Source: an optimization exercise on an open RTL-to-GDS flow (aim: small area). Production flows keep margins and buffers that such runs may drop.
At most, simulation tests tie the RTL to the original design; equivalence was not proved.
Function not checked in run 3: the RTL went through the layout flow alone.
Power is estimated from default activity; no workload was simulated.

==> flow/config.mk <==
export PLATFORM = sky130hd
export DESIGN_NAME = apb_slave_mem
export DESIGN_NICKNAME = apb_slave_mem
export VERILOG_FILES = /design/flow/design.v
export SDC_FILE = /design/flow/constraint.sdc
export NUM_CORES = 4
export LEC_CHECK = 0
export CAP_MARGIN = 20
export CORE_MARGIN = 2
export CORE_UTILIZATION = 60
export SLEW_MARGIN = 20
export SYNTH_HIERARCHICAL = 1
==> flow/constraint.sdc <==
create_clock -name core_clock -period 5.0 [get_ports {clk}]
set_input_delay 1.0000 -clock core_clock [delete_from_list [all_inputs] [get_ports {clk}]]
set_output_delay 1.0000 -clock core_clock [all_outputs]
set_load 0.01 [all_outputs]
==> flow/design.v <==
module apb_slave_mem #(
    parameter logic [31:0] BASE_ADDR   = 32'h8000_0000,
    parameter int unsigned WAIT_CYCLES = 1
) (
    input  logic            clk,
    input  logic            rst,
    input  logic            psel,
    input  logic            penable,
    input  logic            pwrite,
    input  logic [31:0]     paddr,
    input  logic [31:0]     pwdata,
    output logic [31:0]     prdata,
    output logic            pready,
    output logic            pslverr,
    output logic [15:0]     xfer_cnt,
    output logic            fsm_state
);
    localparam logic [3:0] WAIT_LD = 4'(WAIT_CYCLES);
    localparam int unsigned SP = (WAIT_LD == 4'd0) ? 1 : 3;
    logic        state_q;
    logic        ready_q;
    logic        err_q;
    logic [31:0] rdata_q;
    logic        hit_q;
    logic        write_q;
    logic [31:0] wdata_q;
    logic [5:0]  rot_q;     
    logic [5:0]  pos_q;     
    logic [31:0] pdata_q;   
    logic        w1_q;      
    logic        w2_q;      
    logic        w3_q;      
    logic [5:0]  lpos_q;    
    logic        fwd_q;     
    logic        clr1_q;    
    logic        clr2_q;    
    logic        setup, complete, commit, wait_done, ready_nx, state_nx;
    logic        setup_hit;
    logic        rd_hit;
    logic [5:0]  rd_pos;
    logic [31:0] rd_word;
    assign setup_hit = (paddr[31:8] == BASE_ADDR[31:8]);
    assign pready    = ready_q;
    assign pslverr   = err_q;
    assign prdata    = rdata_q;
    assign fsm_state = state_q;
    assign setup    = !state_q && psel && !penable;
    assign complete = state_q && psel && ready_q && penable;
    assign commit   = complete && write_q && hit_q;
    generate
        if (WAIT_LD > 4'd1) begin : g_wait
            logic [3:0] cnt_q;
            always_ff @(posedge clk) begin
                if (rst) cnt_q <= '0;
                else if (setup) cnt_q <= WAIT_LD;
                else if (state_q && (!psel || (!ready_q && cnt_q <= 4'd1))) cnt_q <= '0;
                else if (state_q && !ready_q) cnt_q <= cnt_q - 4'd1;
            end
            assign wait_done = (cnt_q <= 4'd1);
        end else begin : g_nowait
            assign wait_done = 1'b1;
        end
    endgenerate
    always_comb begin
        if (rst) begin
            state_nx = 1'b0;
            ready_nx = 1'b0;
        end else if (!state_q) begin
            state_nx = psel && !penable;
            ready_nx = (WAIT_LD == 4'd0) && psel && !penable;
        end else begin
            state_nx = psel && !(ready_q && penable);
            ready_nx = psel && !(ready_q && penable) && (ready_q || wait_done);
        end
    end
    assign rd_pos = (WAIT_LD == 4'd0 && !state_q) ? paddr[7:2] + rot_q : pos_q;
    assign rd_hit = (WAIT_LD == 4'd0 && !state_q) ? (setup_hit && !pwrite) : (hit_q && !write_q);
    logic [1:0] dly [64];
    always_comb begin
        for (int p = 0; p < 64; p++) begin
            dly[p] = 2'd0;
            for (int d = 2; d >= 0; d--) begin
                if ((((p + 1 + d) % 64) % SP) == 0) dly[p] = 2'(d);
            end
        end
    end
    logic [1:0] cdly;
    logic [5:0] pos_nx;
    assign cdly   = dly[pos_q];
    assign pos_nx = paddr[7:2] + rot_q + 6'd1;
    always_ff @(posedge clk) begin
        if (rst) begin
            state_q  <= 1'b0;
            xfer_cnt <= '0;
            rot_q    <= '0;
        end else begin
            state_q  <= state_nx;
            if (complete) xfer_cnt <= xfer_cnt + 16'd1;
            rot_q    <= rot_q + 6'd1;
        end
        ready_q <= ready_nx;
        err_q   <= ready_nx && !((WAIT_LD == 4'd0 && !state_q) ? setup_hit : hit_q);
        rdata_q <= rd_word;
        clr1_q  <= rst;
        clr2_q  <= clr1_q;
        w1_q    <= !rst && commit && cdly == 2'd1;
        w2_q    <= !rst && commit && cdly == 2'd2;
        w3_q    <= !rst && w2_q;
        pdata_q <= wdata_q;
        if (commit) lpos_q <= pos_q + 6'd1 + 6'(cdly);
        if (!state_q) begin
            pos_q   <= pos_nx;
            hit_q   <= setup_hit;
            write_q <= pwrite;
            wdata_q <= pwdata;
            fwd_q   <= w2_q && (pos_nx + 6'd1 == lpos_q);
        end else begin
            pos_q   <= pos_q + 6'd1;
        end
    end
    logic        clear, land, fwd;
    logic [5:0]  land_pos;
    logic [31:0] mem_wd;
    logic [31:0] rows [64];
    assign clear    = rst || (SP > 1 && clr1_q) || (SP > 2 && clr2_q);
    assign land     = (commit && cdly == 2'd0) || w1_q || w3_q;
    assign land_pos = (w1_q || w3_q) ? lpos_q : pos_q + 6'd1;
    assign mem_wd   = clear ? 32'd0 : (w3_q ? pdata_q : wdata_q);
    assign fwd      = fwd_q && w3_q;
    genvar gi;
    generate
        for (gi = 0; gi < 64; gi++) begin : g_row
            logic [31:0] q, q_nx;
            if (gi % SP == 0 || gi == 63) begin : g_port
                logic load;
                assign load = clear || (land && land_pos == 6'(gi));
                for (genvar b = 0; b < 32; b++) begin : g_bit
                    apb_slave_mem_wsel u_wsel (.keep(!load), .load(load), .q(rows[(gi + 63) % 64][b]), .d(mem_wd[b]), .nx(q_nx[b]));
                end
            end else begin : g_pass
                assign q_nx = rows[(gi + 63) % 64];
            end
            always_ff @(posedge clk) q <= q_nx;
            assign rows[gi] = q;
        end
    endgenerate
    logic        rd_en, rd_ring;
    logic [7:0]  sel_lo, sel_hi;
    logic [63:0] rd_sel;
    logic [2047:0] rows_flat;
    assign rd_en   = ready_nx && rd_hit;
    assign rd_ring = rd_en && !fwd && !(SP == 3 && clr2_q);
    always_comb begin
        for (int k = 0; k < 8; k++) begin
            sel_lo[k] = (rd_pos[2:0] == 3'(k));
            sel_hi[k] = (rd_pos[5:3] == 3'(k)) && rd_ring;
        end
        for (int r = 0; r < 64; r++) begin
            rd_sel[r] = sel_lo[r % 8] && sel_hi[r / 8];
            rows_flat[r*32 +: 32] = rows[r];
        end
    end
    apb_slave_mem_rmux u_rmux (.sel(rd_sel), .rows(rows_flat), .fsel(rd_en && fwd), .fdata(pdata_q), .word(rd_word));
endmodule
module apb_slave_mem_wsel (
    input  logic keep,
    input  logic load,
    input  logic q,
    input  logic d,
    output logic nx
);
    assign nx = (q && keep) || (d && load);
endmodule
module apb_slave_mem_rmux (
    input  logic [63:0]   sel,
    input  logic [2047:0] rows,
    input  logic          fsel,
    input  logic [31:0]   fdata,
    output logic [31:0]   word
);
    genvar b, r;
    generate
        for (b = 0; b < 32; b++) begin : g_col
            logic [63:0] q;
            for (r = 0; r < 64; r++) begin : g_bit
                assign q[r] = rows[r*32 + b];
            end
            apb_slave_mem_rcol u_col (.sel(sel), .q(q), .fsel(fsel), .fq(fdata[b]), .y(word[b]));
        end
    endgenerate
endmodule
module apb_slave_mem_rcol (
    input  logic [63:0] sel,
    input  logic [63:0] q,
    input  logic        fsel,
    input  logic        fq,
    output logic        y
);
    logic [21:0] t;
    genvar g;
    generate
        for (g = 0; g < 21; g++) begin : g_grp
            apb_slave_mem_aoi3 u_aoi (.s(sel[3*g +: 3]), .q(q[3*g +: 3]), .y(t[g]));
        end
    endgenerate
    assign t[21] = !((sel[63] && q[63]) || (fsel && fq));
    assign y = !(&t);
endmodule
module apb_slave_mem_aoi3 (
    input  logic [2:0] s,
    input  logic [2:0] q,
    output logic       y
);
    assign y = !((s[0] && q[0]) || (s[1] && q[1]) || (s[2] && q[2]));
endmodule
==> flow/flow/run.sh <==
#!/bin/bash
# Own layout flow: the standard ORFS flow (standard.sh), with
#  - clock tree synthesis without dummy loads and with larger sink clusters,
#  - the smallest buffer on the input and output ports.
# Every tool's output goes to flow_*.log in this folder (ORFS's own per-step logs stay under orfs/logs).
set -euo pipefail
export CTS_ARGS="-sink_clustering_enable -repair_clock_nets -dont_use_dummy_load -sink_clustering_size 28 -sink_clustering_max_diameter 120 -buf_list sky130_fd_sc_hd__clkbuf_16"
export BUFFER_PORTS_ARGS="-buffer_cell sky130_fd_sc_hd__buf_1"
bash standard.sh > flow_standard.log 2>&1
==> flow/standard.sh <==
#!/bin/bash
# synth_recipe.tcl (not shown) runs the flow's synth.tcl, then flattens the netlist and writes it again
# the make line also repeats each setting of config.mk as NAME=value (left out here)
make -C /OpenROAD-flow-scripts/flow DESIGN_CONFIG=/design/flow/config.mk WORK_HOME=/design/flow/orfs CLKGATE_MAP_FILE= SYNTH_SCRIPT=/design/flow/synth_recipe.tcl "${@:-finish}"
==> results of run 1 <==
layer usage:
metal  track usage  share of wire  vias to the layer above
met3        0.0578           0.10                      412
li1              -              -                    18787
met2         0.557           0.44                     2594
met5             0       0.000090                        -
met1         0.502           0.40                    22193
met4         0.192          0.056                        2
registers in the layout (all words and copies together) (netlist names), 6 cells and up:
register  count
xfer_cnt     16
g_row.q    2048
pdata_q      32
rdata_q      32
lpos_q        6
wdata_q      32
rot_q         6
pos_q         6
worst max-delay path, delay by kind of cell (launching register included):
family	cells	cell delay (ns)
and+or+nand+nor	1	0.37
buffers and inverters	2	0.63
AOI/OAI and AO/OA	6	2.33
adders and majority gates	1	0.32
DFF	1	0.51
final cells by class:
cell class                      count  share of cell area
Sequential cell                  2189               0.642
Multi-Input combinational cell   2135               0.270
Clock buffer                       88              0.0320
Timing Repair Buffer              292              0.0292
Tap cell                         1380              0.0251
Inverter                           22             0.00120
power breakdown:
group / leakage (µW) / internal [µW] / total (µW) / switching (µW)
combinational: 0.00654 / 424 / 1240 / 819
clock: 0.00108 / 3180 / 8260 / 5080
sequential: 0.0179 / 18100 / 18500 / 404
per-module statistics from Yosys, one instance, submodules excluded, excerpt:
module / area [µm²] / cells
apb_slave_mem: 47200 / 2676
apb_slave_mem_wsel: 8.76 / 1
apb_slave_mem_aoi3: 10.0 / 1
apb_slave_mem_rcol: 62.6 / 10
how the worst min path moves through the flow:
stage	startpoint	to	slack [ns]
floorplan	g_row[9].q[0]$_DFF_P_	g_row[10].q[0]$_DFF_P_	0.33
global placement	g_row[15].q[20]$_DFF_P_	g_row[16].q[20]$_DFF_P_	0.33
detailed placement	g_row[16].q[24]$_DFF_P_	g_row[17].q[24]$_DFF_P_	0.33
CTS	g_row[28].q[27]$_DFF_P_	g_row[29].q[27]$_DFF_P_	0.31
global route	g_row[28].q[27]$_DFF_P_	g_row[29].q[27]$_DFF_P_	0.31
finish	g_row[28].q[27]$_DFF_P_	g_row[29].q[27]$_DFF_P_	0.31
cells in the mapped netlist (4+ instances only):
library cell	number
nand4_1	131
buf_2	4
and3_1	6
a22o_1	704
inv_1	22
ha_1	16
clkbuf_1	15
and2_1	7
a21oi_1	21
o31ai_1	4
buf_1	5
a222oi_1	672
nand3_1	83
xor2_1	19
edfxtp_1	41
nand2_1	73
a221oi_2	32
mux2i_1	35
o32ai_1	4
a31oi_1	10
nor4_1	6
o21ai_0	23
a31o_1	5
and4_1	4
dfxtp_1	2148
nor2b_1	6
xnor2_1	21
nor2_1	166
nor3_1	36
logic make-up after synthesis:
logic type | share of synthesized area
buffers and inverters | 0.00322
adder cells (fa/ha/maj) | 0.00387
multiplexers | 0.00586
AND/OR/NAND/NOR | 0.0429
AO/OA/AOI/OAI | 0.226
flip-flops | 0.712
XOR/XNOR | 0.00644
stage by stage:
step                       util  hold WS, ns
after CTS                 0.668        0.309
final                     0.669        0.306
after global routing      0.669        0.315
after floorplan               -        0.330
after global placement    0.647        0.331
after detailed placement  0.647        0.335
==> metrics.md, run 1 <==
| Metric | Value |
|---|---|
| R2R setup slack | `0.75 ns` |
| Proportion of layout cells with a drive suffix above 1 | `0.0959` |
| Initial antenna violation count | `5` |
| Wirelength per Cell | `32.8 µm` |
| DRT iter0 DRCs | `7968` |
| Reg area | `44200 µm²` |
| Critical Path AT | `4.88 ns` |
| Post-DRT Antenna Nets | `0` |
| Ant diodes | `0` |
| Hold WC Path Type | `reg2reg` |
| Commonest non-fill, non-tap cell in the layout | `dfxtp_1` |
| # setup viols final | `0` |
| Global Route Usage Sum | `0.364` |
| Synthesized area | `62100 µm²` |
| Ports | `120` |
| Top cells by area, synth | `dfxtp_1 (69%), a222oi_1 (11%), a22o_1 (9.9%), edfxtp_1 (2.0%), nand4_1 (1.3%)` |
| Die X | `326 µm` |
| Critical Path RT | `5.63 ns` |
| Status | `complete, no violations` |
| Count of cell types in the netlist | `63` |
| Layout area overhead | `10.9%` |
| Syn Area/Cell | `roughly 14 µm²` |
| Critical path fanouts, max | `18` |
| Worst slew margin | `0.232` |
| DP Wirelength | `129000 µm` |
| Final #Nets | `4815` |
| Worst setup EP type | `flip-flop` |
| Most frequent cells in the layout | `dfxtp_1 (2147), a22o_1 (704), a222oi_1 (672), buf_4 (154), nand4_1 (131)` |
| Main synth FF type | `dfxtp_1` |
| Post-cts sizing count | `0` |
| Worst IR Drop VDD | `0.374 mV` |
| Cts hold-fix bufs | `0` |
| Post-synth EDFFs | `41` |
| Critical path's slowest cell | `a31oi_4` |
| Postcts setup bufs | `0` |
| Post-layout minimum cycle time | `4.25 ns` |
| Dpl cells | `6016` |
| Die area | `approximately 110000 µm²` |
| Overall Power | `28000 µW` |
| Yosys top cell area share | `0.692` |
| Placed inst area | `66600 µm²` |
| Worst slew pin tran | `1.15 ns` |
| Port Buffers | `117` |
| Number of iterations in the first detailed-routing pass | `7` |
| Via Count | `~44000` |
| Clock buffer depth | `3` |
| CTS Buf Count | `88` |
| WS Path Type | `reg2reg` |
| Vias/cell | `7.20` |
| Fillers | `7762` |
| Residual DRC | `0` |
| Final worst slack | `0.746 ns` |
| CTS tree | `yes` |
| Initial Util | `0.603` |
| Clk pin slew, worst setup/hold paths | `about 0.11 ns` |
| Period utilization | `0.851` |
| # clock sinks | `2189` |
| Core Area | `between 100000 and 150000 µm²` |
| TNS Setup | `0 ns` |
| Placer congestion estimate | `0.972` |
| First-pass GRT wire length | `286000 µm` |
| Startpoint types | `flip-flop` |
| P per Cell Area | `407 nW/µm²` |
| Row cnt | `118` |
| Syn nets | `4459` |
| F_max | `0.235 GHz` |
| DRT Wirelength | `200000 µm` |
| H-tree lvl count | `3` |
| Post-Layout Cell Count | `6106` |
| Leak | `0.0255 µW` |
| Global route overflow | `0` |
| Design area | `about 70000 µm²` |
| Hold Path Depth | `0` |
| CTS Root Cell | `clkbuf_16` |
| Worst R2R Start | `pos_q[0]$_DFF_P_` |
| Setup Skew | `0.0482 ns` |
| Crit-path cells | `inv_1 -> ha_1 -> or2_2 -> a221oi_1 -> o221ai_1 -> o211ai_4 -> o21ai_1 -> a31oi_4 -> buf_4 -> a22o_1` |
| Reg2reg end | `g_row[33].q[5]$_DFF_P_` |
| Max-slew violations | `0` |
| R2R depth | `10` |
| Seq/Total Area, Yosys | `0.712` |
| Die height | `326 µm` |
| Fin. Hold Viols | `0` |
| Worst skew pair latency | `about 0.71 ns` |
| Max Cap Viol | `0` |
| Synth Instances | `4372` |
| Post-place setup slack | `0.475 ns` |
| Asr flop ratio synth | `0` |
| Synth area leader | `dfxtp_1` |
| RSZ-0062 raised after global routing | `false` |
| Critical Path Source | `pos_q[0]$_DFF_P_` |
| Number of global-route vias before repair | `42629` |
| Area of the multi-input gates | `between 15000 and 20000 µm²` |
| Critical path destination | `g_row[33].q[5]$_DFF_P_` |
| Syn. warnings | `11` |
| Largest net degree at the start of global routing | `36` |
| #FFs+latches synth | `between 2000 and 2500` |
| CP max stage delay | `1.00 ns` |
==> run 2: changes to the inputs <==
--- a/flow/config.mk
+++ b/flow/config.mk
@@ -8,5 +8,5 @@
 export CAP_MARGIN = 20
 export CORE_MARGIN = 2
-export CORE_UTILIZATION = 60
+export CORE_UTILIZATION = 66
 export SLEW_MARGIN = 20
 export SYNTH_HIERARCHICAL = 1
==> metrics.md, run 2 <==
| Metric | Value |
|---|---|
| Combinational share of power | `0.044 (about the same)` |
| Placer congestion estimate | `0.936 (-3.7%)` |
| WS Path Type | `reg2reg` |
| Initial antenna violation count | `0 (-5)` |
| #FFs+latches synth | `2189 (unchanged)` |
| Global route overflow | `0 (unchanged)` |
| Syn. warnings | `11 (unchanged)` |
| Worst IR Drop VDD | `0.300 mV (-20%)` |
| Port Buffers | `117 (unchanged)` |
| CTS tree | `yes` |
| P per Cell Area | `408 nW/µm² (+0.32%)` |
| Asr flop ratio synth | `0 (unchanged)` |
| Critical Path AT | `4.75 ns (-0.13 ns)` |
| H-tree lvl count | `3 (unchanged)` |
| F_max | `0.237 GHz (+0.97%)` |
| Largest net degree at the start of global routing | `40 (+11%)` |
| Wirelength per Cell | `33.1 µm (+0.98%)` |
| Dpl cells | `5886 (-2.2%)` |
| Die area | `96600 µm² (-9.0%)` |
| CTS Buf Count | `88 (unchanged)` |
| Fillers | `6450 (-17%)` |
| Clock buffer depth | `3 (unchanged)` |
| Final Util | `0.735 (+0.0664)` |
| Post-layout minimum cycle time | `4.21 ns (-0.0407 ns)` |
| Switch share | `0.224 (-0.000609)` |
| Ant diodes | `0 (unchanged)` |
| DRT iter0 DRCs | `8338 (+4.6%)` |
| TNS Setup | `0 ns (unchanged)` |
| Crit-path cells | `inv_1 -> ha_1 -> inv_1 -> nor2_4 -> buf_12 -> a222oi_1 -> nand4_1 -> nor3_1 -> nand3_1` |
| NetSw | `6280 µW (-0.40%)` |
| Number of global-route vias before repair | `43121 (+1.2%)` |
| Startpoint types | `flip-flop` |
| Worst hold slack | `0.284 ns (-0.0213 ns)` |
| Yosys top cell area share | `0.692 (unchanged)` |
| Cell with the most instances on the worst path | `inv_1` |
| CTS Root Cell | `clkbuf_16` |
| Clk pin slew, worst setup/hold paths | `0.10 ns (about the same)` |
| Clock power frac | `0.294 (about the same)` |
| Initial Util | `0.666 (+0.0628)` |
| Global Route Usage Sum | `0.395 (+0.0312)` |
| Synth Instances | `4372 (unchanged)` |
| Ports | `120 (unchanged)` |
| Placed inst area | `66300 µm² (-0.55%)` |
| Max reg flops | `2048 (unchanged)` |
| Fin. Hold Viols | `0 (unchanged)` |
| Post-Layout Cell Count | `5979 (-2.1%)` |
| Synth area leader | `dfxtp_1` |
| Synthesized area | `62100 µm² (unchanged)` |
| Postcts setup bufs | `0 (unchanged)` |
| CP max stage delay | `0.88 ns (-0.12 ns)` |
| Proportion of layout cells with a drive suffix above 1 | `0.0957 (-0.000191)` |
| Hold WC Path Type | `reg2reg` |
| Vias/cell | `7.48 (+3.8%)` |
| Post-synth EDFFs | `41 (unchanged)` |
| RSZ-0062 raised after global routing | `false` |
| Commonest non-fill, non-tap cell in the layout | `dfxtp_1` |
| DRT Wirelength | `198000 µm (-1.1%)` |
| Most frequent cells in the layout | `dfxtp_1 (2147), a22o_1 (704), a222oi_1 (672), buf_4 (159), nand4_1 (131)` |
| Status | `complete, no violations` |
| # setup viols final | `0 (unchanged)` |
| Main synth FF type | `dfxtp_1` |
| Row cnt | `112 (-5.1%)` |
| Setup Skew | `0.0597 ns (+0.0115 ns)` |
| Via Count | `44699 (+1.6%)` |
| Top cells by count, synth | `dfxtp_1 (2148), a22o_1 (704), a222oi_1 (672), nor2_1 (166), nand4_1 (131)` |
| Core Area | `93300 µm² (-9.4%)` |
| Syn nets | `4459 (unchanged)` |
| Residual DRC | `0 (unchanged)` |
| Die height | `311 µm (-4.6%)` |
| Worst slew pin tran | `1.22 ns (+0.0638 ns)` |
| Top reg by flops | `g_row.q` |
| Top cells by area, synth | `dfxtp_1 (69%), a222oi_1 (11%), a22o_1 (9.9%), edfxtp_1 (2.0%), nand4_1 (1.3%)` |
| Count of cell types in the netlist | `63 (unchanged)` |
| DP Wirelength | `126000 µm (-1.9%)` |
| Seq/Total Area, Yosys | `0.712 (unchanged)` |
| Leak | `0.0255 µW (-0.15%)` |
| Post-DRT Antenna Nets | `0 (unchanged)` |
| Layout area overhead | `10.4%` |
| Design area | `68600 µm² (-0.44%)` |
| Die X | `311 µm (-4.6%)` |
| Critical path's slowest cell | `nor3_1` |
| Max-slew violations | `0 (unchanged)` |
| R2R setup slack | `0.79 ns (+0.04 ns)` |
| Critical Path RT | `5.54 ns (-0.09 ns)` |
| Worst slew margin | `0.187 (-0.0444)` |
| Final #Nets | `4814 (-0.021%)` |
| Max Cap Viol | `0 (unchanged)` |
| Critical path fanouts, max | `23 (+5)` |
| Syn Area/Cell | `14.2 µm² (unchanged)` |
| Sequential share of power | `0.662 (about the same)` |
| Cts hold-fix bufs | `0 (unchanged)` |
| First-pass GRT wire length | `286000 µm (-0.13%)` |
| Period utilization | `0.843 (-0.00814)` |
| Most frequent cell after synthesis | `dfxtp_1` |
| Worst skew pair latency | `0.70 ns (about the same)` |
| Post-cts sizing count | `0 (unchanged)` |
| Worst setup EP type | `flip-flop` |
| Number of iterations in the first detailed-routing pass | `10 (+3)` |
| P_int | `21700 µW (about the same)` |
| # clock sinks | `2189 (unchanged)` |
## run 2: changes by cell type in the layout (fill, tap and decap cells not counted), moves of 2 or more
cell     previous run  this run
o21ai_2             5         7
o21ai_4            14        12
nor2_2             55        65
buf_4             154       159
buf_12             19        11
nor2_4             41        32
## run 2: power by group through the flow
stage	Combinational (µW)	Clock [µW]	Sequential [µW]
6_report	1230	8230	18500
5_1_grt	1290	8850	18600
4_1_cts	1190	8240	18500
3_5_place_dp	1190	0	18900
3_3_place_gp	1170	0	18900
2_1_floorplan	713	0	18700
## run 2: worst paths after layout
kind | start | end | depth (start not counted)
worst max-delay path | pos_q[2]$_DFF_P_ | rdata_q[21]$_DFF_P_ | 9
worst min-delay path | g_row[31].q[21]$_DFF_P_ | g_row[32].q[21]$_DFF_P_ | 0
worst max register to register | pos_q[2]$_DFF_P_ | rdata_q[21]$_DFF_P_ | 9
worst min register to register | g_row[31].q[21]$_DFF_P_ | g_row[32].q[21]$_DFF_P_ | 0
## run 2: layer usage
layer  wire length [µm]  vias up  part of all wire  global-route usage
met5                  0        -                 0                   0
met4              14000        0             0.071               0.242
met3              21900      597              0.11              0.0682
met2              87400     3000              0.44               0.604
met1              74500    22289              0.38               0.529
li1                   -    18813                 -                   -
## run 2: cell type report
| cell class | instances | area (µm²) | area share |
|---|---|---|---|
| sequential | 2189 | 44200 | 0.645 |
| multi-input combinational | 2135 | 18600 | 0.271 |
| clock buffer | 88 | 2200 | 0.0321 |
| timing repair buffer | 291 | 1930 | 0.0281 |
| tap | 1254 | 1570 | 0.0229 |
| inverter | 22 | 82.6 | 0.00120 |
## run 2: logic make-up (layout without fill, tap and decap cells)
| logic type | Yosys count | in the layout | share of synthesized area |
|---|---|---|---|
| AOI/OAI and AO/OA | 1501 | 1501 | 0.226 |
| xor gates and xnor gates | 42 | 42 | 0.00644 |
| adders and majority gates | 18 | 18 | 0.00387 |
| buffers and inverters | 48 | 401 | 0.00322 |
| DFF | 2189 | 2189 | 0.712 |
| muxes | 36 | 36 | 0.00586 |
| and+or+nand+nor | 538 | 538 | 0.0429 |
## run 2: critical path, delay by kind of cell (launching register included)
family / cells / cell delay [ns]
AND/OR/NAND/NOR: 4 / 1.61
AO/OA/AOI/OAI: 1 / 0.40
buffers and inverters: 3 / 1.01
adder cells (fa/ha/maj): 1 / 0.24
flip-flops: 1 / 0.78
## run 2: per-module statistics from Yosys (local to each module, per instance), excerpt
module	times used	cells inside	flops+latches	cell area, µm²
apb_slave_mem	1	2676	2189	47200
apb_slave_mem_rcol	32	10	0	62.6
apb_slave_mem_aoi3	672	1	0	10.0
apb_slave_mem_wsel	704	1	0	8.76
## run 2: through the flow
step | worst slack [ns] | total power (µW)
2_1_floorplan | 0.516 | 19400
3_3_place_gp | 0.683 | 20000
3_5_place_dp | 0.585 | 20100
4_1_cts | 0.892 | 27900
5_1_grt | 0.639 | 28700
6_report | 0.787 | 28000
==> run 3: changes to the inputs <==
--- a/flow/design.v
+++ b/flow/design.v
@@ -146,20 +146,22 @@
     endgenerate
     logic        rd_en, rd_ring;
-    logic [7:0]  sel_lo, sel_hi;
-    logic [63:0] rd_sel;
-    logic [2047:0] rows_flat;
+    logic [7:0]  sel_lo_n, sel_hi_n;
+    logic [1023:0] rows_lo, rows_hi;
     assign rd_en   = ready_nx && rd_hit;
     assign rd_ring = rd_en && !fwd && !(SP == 3 && clr2_q);
     always_comb begin
         for (int k = 0; k < 8; k++) begin
-            sel_lo[k] = (rd_pos[2:0] == 3'(k));
-            sel_hi[k] = (rd_pos[5:3] == 3'(k)) && rd_ring;
+            sel_lo_n[k] = !(rd_pos[2:0] == 3'(k));
+            sel_hi_n[k] = !((rd_pos[5:3] == 3'(k)) && rd_ring);
         end
         for (int r = 0; r < 64; r++) begin
-            rd_sel[r] = sel_lo[r % 8] && sel_hi[r / 8];
-            rows_flat[r*32 +: 32] = rows[r];
-        end
-    end
-    apb_slave_mem_rmux u_rmux (.sel(rd_sel), .rows(rows_flat), .fsel(rd_en && fwd), .fdata(pdata_q), .word(rd_word));
+            rows_lo[r*16 +: 16] = rows[r][15:0];
+            rows_hi[r*16 +: 16] = rows[r][31:16];
+        end
+    end
+    apb_slave_mem_rmux u_rmux_lo (.sel_lo_n(sel_lo_n), .sel_hi_n(sel_hi_n), .rows(rows_lo),
+                                  .fsel(rd_en && fwd), .fdata(pdata_q[15:0]), .word(rd_word[15:0]));
+    apb_slave_mem_rmux u_rmux_hi (.sel_lo_n(sel_lo_n), .sel_hi_n(sel_hi_n), .rows(rows_hi),
+                                  .fsel(rd_en && fwd), .fdata(pdata_q[31:16]), .word(rd_word[31:16]));
 endmodule
 module apb_slave_mem_wsel (
@@ -173,16 +175,21 @@
 endmodule
 module apb_slave_mem_rmux (
-    input  logic [63:0]   sel,
-    input  logic [2047:0] rows,
+    input  logic [7:0]    sel_lo_n,
+    input  logic [7:0]    sel_hi_n,
+    input  logic [1023:0] rows,
     input  logic          fsel,
-    input  logic [31:0]   fdata,
-    output logic [31:0]   word
-);
+    input  logic [15:0]   fdata,
+    output logic [15:0]   word
+);
+    logic [63:0] sel;
     genvar b, r;
     generate
-        for (b = 0; b < 32; b++) begin : g_col
+        for (r = 0; r < 64; r++) begin : g_sel
+            assign sel[r] = !(sel_lo_n[r % 8] || sel_hi_n[r / 8]);
+        end
+        for (b = 0; b < 16; b++) begin : g_col
             logic [63:0] q;
             for (r = 0; r < 64; r++) begin : g_bit
-                assign q[r] = rows[r*32 + b];
+                assign q[r] = rows[r*16 + b];
             end
             apb_slave_mem_rcol u_col (.sel(sel), .q(q), .fsel(fsel), .fq(fdata[b]), .y(word[b]));
--- a/flow/config.mk
+++ b/flow/config.mk
@@ -8,5 +8,5 @@
 export CAP_MARGIN = 20
 export CORE_MARGIN = 2
-export CORE_UTILIZATION = 66
+export CORE_UTILIZATION = 60
 export SLEW_MARGIN = 20
 export SYNTH_HIERARCHICAL = 1
==> metrics.md, run 3 <==
| Metric | Value |
|---|---|
| Cts hold-fix bufs | `0 (unchanged)` |
| WS Path Type | `reg2reg` |
| RSZ-0062 raised after global routing | `false` |
| Die area | `107000 µm² (+11%)` |
| Commonest non-fill, non-tap cell in the layout | `dfxtp_1` |
| DRT Wirelength | `189000 µm (-4.6%)` |
| Post-place setup slack | `0.477 ns (-0.108 ns)` |
| Worst skew pair latency | `0.70 ns (about the same)` |
| Post-Layout Cell Count | `6248 (+4.5%)` |
| Sequential share of power | `0.660 (-0.002)` |
| Max reg flops | `2048 (unchanged)` |
| Fillers | `7706 (+19%)` |
| P per Cell Area | `405 nW/µm² (-0.80%)` |
| Critical Path RT | `5.64 ns (+0.10 ns)` |
| Number of global-route vias before repair | `40977 (-5.0%)` |
| Placer congestion estimate | `0.909 (-2.8%)` |
| Top cells by area, synth | `dfxtp_1 (68%), a222oi_1 (11%), a22o_1 (9.8%), edfxtp_1 (2.0%), nor2_1 (1.4%)` |
| #FFs+latches synth | `2189 (unchanged)` |
| Main synth FF type | `dfxtp_1` |
| Most frequent cells in the layout | `dfxtp_1 (2147), a22o_1 (704), a222oi_1 (672), buf_4 (230), nor2_1 (200)` |
| Dpl cells | `6159 (+4.6%)` |
| Number of iterations in the first detailed-routing pass | `10 (unchanged)` |
| Top cells by count, synth | `dfxtp_1 (2148), a22o_1 (704), a222oi_1 (672), nor2_1 (235), nand4_1 (132)` |
| Count of cell types in the netlist | `59 (-6.3%)` |
| Global Route Usage Sum | `0.339 (-0.0566)` |
| H-tree lvl count | `3 (unchanged)` |
| Critical Path AT | `4.97 ns (+0.22 ns)` |
| Proportion of layout cells with a drive suffix above 1 | `0.0927 (-0.00300)` |
| Post-synth EDFFs | `41 (unchanged)` |
| Final #Nets | `4956 (+2.9%)` |
| Yosys top cell area share | `0.684 (-0.00821)` |
| # clock sinks | `2189 (unchanged)` |
| Residual DRC | `0 (unchanged)` |
| Max Cap Viol | `0 (unchanged)` |
| Via Count | `43835 (-1.9%)` |
| Port Buffers | `117 (unchanged)` |
| Post-cts sizing count | `0 (unchanged)` |
| Synth Instances | `4501 (+3.0%)` |
| Initial antenna violation count | `1 (+1)` |
| Startpoint types | `flip-flop` |
| Worst IR Drop VDD | `0.387 mV (+29%)` |
| # setup viols final | `0 (unchanged)` |
| Worst hold start | `g_row[31].q[28]$_DFF_P_` |
| Asr flop ratio synth | `0 (unchanged)` |
| Max-slew violations | `0 (unchanged)` |
| Initial Util | `0.606 (-0.0599)` |
| DP Wirelength | `127000 µm (+0.78%)` |
| Switch share | `0.226 (+0.00187)` |
| Worst slew pin tran | `1.11 ns (-0.102 ns)` |
| Core Area | `104000 µm² (+11%)` |
| Clock power frac | `0.293 (about the same)` |
| First-pass GRT wire length | `274000 µm (-4.2%)` |
| Fin. Hold Viols | `0 (unchanged)` |
| Clock buffer depth | `3 (unchanged)` |
| Top reg by flops | `g_row.q` |
| Postcts setup bufs | `0 (unchanged)` |
| Hold WC Path Type | `reg2reg` |
| Synth area leader | `dfxtp_1` |
| CTS Buf Count | `88 (unchanged)` |
| F_max | `0.231 GHz (-2.7%)` |
| Syn Area/Cell | `14.0 µm² (-1.7%)` |
| P_int | `21700 µW (about the same)` |
| Critical path's slowest cell | `nor2_1` |
| NetSw | `6350 µW (+1.1%)` |
| Status | `complete, no violations` |
| Final Util | `0.668 (-0.0669)` |
| Seq/Total Area, Yosys | `0.703 (-0.00844)` |
| Post-layout minimum cycle time | `4.33 ns (+0.116 ns)` |
| Die height | `328 µm (+5.4%)` |
| Period utilization | `0.866 (+0.0232)` |
| Worst hold slack | `0.279 ns (-0.00563 ns)` |
| CTS Root Cell | `clkbuf_16` |
| Row cnt | `118 (+5.4%)` |
| Leak | `0.0258 µW (+1.2%)` |
| Wirelength per Cell | `30.2 µm (-8.7%)` |
| Critical path fanouts, max | `13 (-43%)` |
| Worst slew margin | `0.256 (+0.0689)` |
| Setup Skew | `0.0671 ns (+0.00740 ns)` |
| Layout area overhead | `10.3%` |
| CTS tree | `yes` |
| Crit-path cells | `nand2_1 -> a211oi_1 -> nand3b_1 -> nor3b_1 -> and2_1 -> nand3_1 -> nor2_1 -> buf_4 -> a222oi_1 -> nand4_1 -> nor3_1 -> nand3_1` |
| Most frequent cell after synthesis | `dfxtp_1` |
| Cell with the most instances on the worst path | `nand3_1` |
| Global route overflow | `0 (unchanged)` |
| Combinational share of power | `0.047 (+0.003)` |
| Clk pin slew, worst setup/hold paths | `0.10 ns (about the same)` |
| Worst setup EP type | `flip-flop` |
| Largest net degree at the start of global routing | `35 (-13%)` |
| Worst R2R Start | `state_q$_SDFF_PP0_` |
| Die X | `328 µm (+5.4%)` |
| Ports | `120 (unchanged)` |
| TNS Setup | `0 ns (unchanged)` |
| Synthesized area | `62900 µm² (+1.2%)` |
| CP max stage delay | `0.84 ns (-0.04 ns)` |
| Syn nets | `4588 (+2.9%)` |
| Vias/cell | `7.02 (-6.2%)` |
| Post-DRT Antenna Nets | `0 (unchanged)` |
| DRT iter0 DRCs | `7508 (-10%)` |
| Final worst slack | `0.671 ns (-0.116 ns)` |
| Critical Path Source | `state_q$_SDFF_PP0_` |
| Syn. warnings | `11 (unchanged)` |
==> run 3: metrics by stage <==
step | power [µW] | instance area, µm²
floorplan | 19500 | 62900
global placement | 20100 | 67000
detailed placement | 20200 | 67100
CTS | 28100 | 69300
global route | 28900 | 69300
finish | 28100 | 69300
==> run 3: worst max-delay path, delay by kind of cell (launching register included) <==
family / cells / cell delay [ns]
DFF: 1 / 0.62
and+or+nand+nor: 9 / 2.87
buffers and inverters: 1 / 0.31
AOI/OAI and AO/OA: 2 / 0.47
==> run 3: cell families (layout without fill, tap and decap cells) <==
| group | count (synthesis) | count (layout) | share of synthesized area |
|---|---|---|---|
| buffers and inverters | 92 | 458 | 0.00903 |
| adder cells (fa/ha/maj) | 18 | 18 | 0.00382 |
| multiplexers | 38 | 38 | 0.00627 |
| other | 0 | 1 | 0 |
| XOR/XNOR | 41 | 41 | 0.00593 |
| AND/OR/NAND/NOR | 609 | 609 | 0.0463 |
| flip-flops | 2189 | 2189 | 0.703 |
| AO/OA/AOI/OAI | 1514 | 1514 | 0.225 |
==> run 3: path summary, 6_finish.rpt <==
kind,end,slack (ns),cells past startpoint
hold reg to reg,g_row[32].q[28]$_DFF_P_,0.28,0
setup reg to reg,rdata_q[2]$_DFF_P_,0.67,12
setup / recovery,rdata_q[2]$_DFF_P_,0.67,12
hold / removal,g_row[32].q[28]$_DFF_P_,0.28,0
==> run 3: metal layers <==
| metal | vias up | wire length, µm | global-route usage |
|---|---|---|---|
| li1 | 19278 | - | - |
| met1 | 21986 | 86500 | 0.529 |
| met2 | 2347 | 77100 | 0.470 |
| met3 | 224 | 21900 | 0.0883 |
| met4 | 0 | 3180 | 0.0683 |
| met5 | - | 0 | 0 |
==> run 3: cell type report <==
type                       count  area, µm²  share of cell area
inverter                      22       82.6             0.00119
sequential                  2189      44200               0.638
timing repair buffer         348       2190              0.0315
clock buffer                  88       2200              0.0318
multi-input combinational   2220      18900               0.273
antenna                        1       2.50           0.0000361
tap                         1380       1730              0.0249
==> run 3: power by group through the flow <==
stage | Clock [µW] | Sequential (µW) | Combinational, µW
finish | 8220 | 18500 | 1330
global route | 8910 | 18600 | 1380
global placement | 0 | 18900 | 1250
detailed placement | 0 | 18900 | 1270
floorplan | 0 | 18700 | 791
CTS | 8320 | 18500 | 1280
==> run 3: per-module statistics from Yosys, one instance, submodules excluded <==
module              times used  flops+latches
apb_slave_mem                1           2189
apb_slave_mem_rmux           2              0
apb_slave_mem_rcol          32              0
apb_slave_mem_aoi3         672              0
apb_slave_mem_wsel         704              0

[afterwards: timing with drivers on the ports]
The results above use ideal ports. As a check the final layouts listed here were re-extracted and re-timed, cells and wires unchanged. Step 1 assumes that a clkbuf_16 drives the clock port and a buf_2 every other input. Step 2 adds t to the input delays and takes it off the output delays; t is the mean of the earliest and latest rising clock arrival at the registers after step 1. Input paths then give back, and output paths get back, about the clock's delay inside the block. a / b / c = ideal ports / drivers / drivers and shift; a / b = the first two.
run	shift t [ns]	setup WS [ns]	pins driven straight from the clock port
run 1	0.761	0.746 / 0.746 / 0.315	1
run 2	0.752	0.787 / 0.787 / 0.391	1
run 3	0.749	0.671 / 0.671 / 0.213	1
After both steps setup and hold are still met in every run listed. For run 3, which loses most, drivers alone change the setup slack by 0.000 ns; drivers and shift together by -0.458 ns.
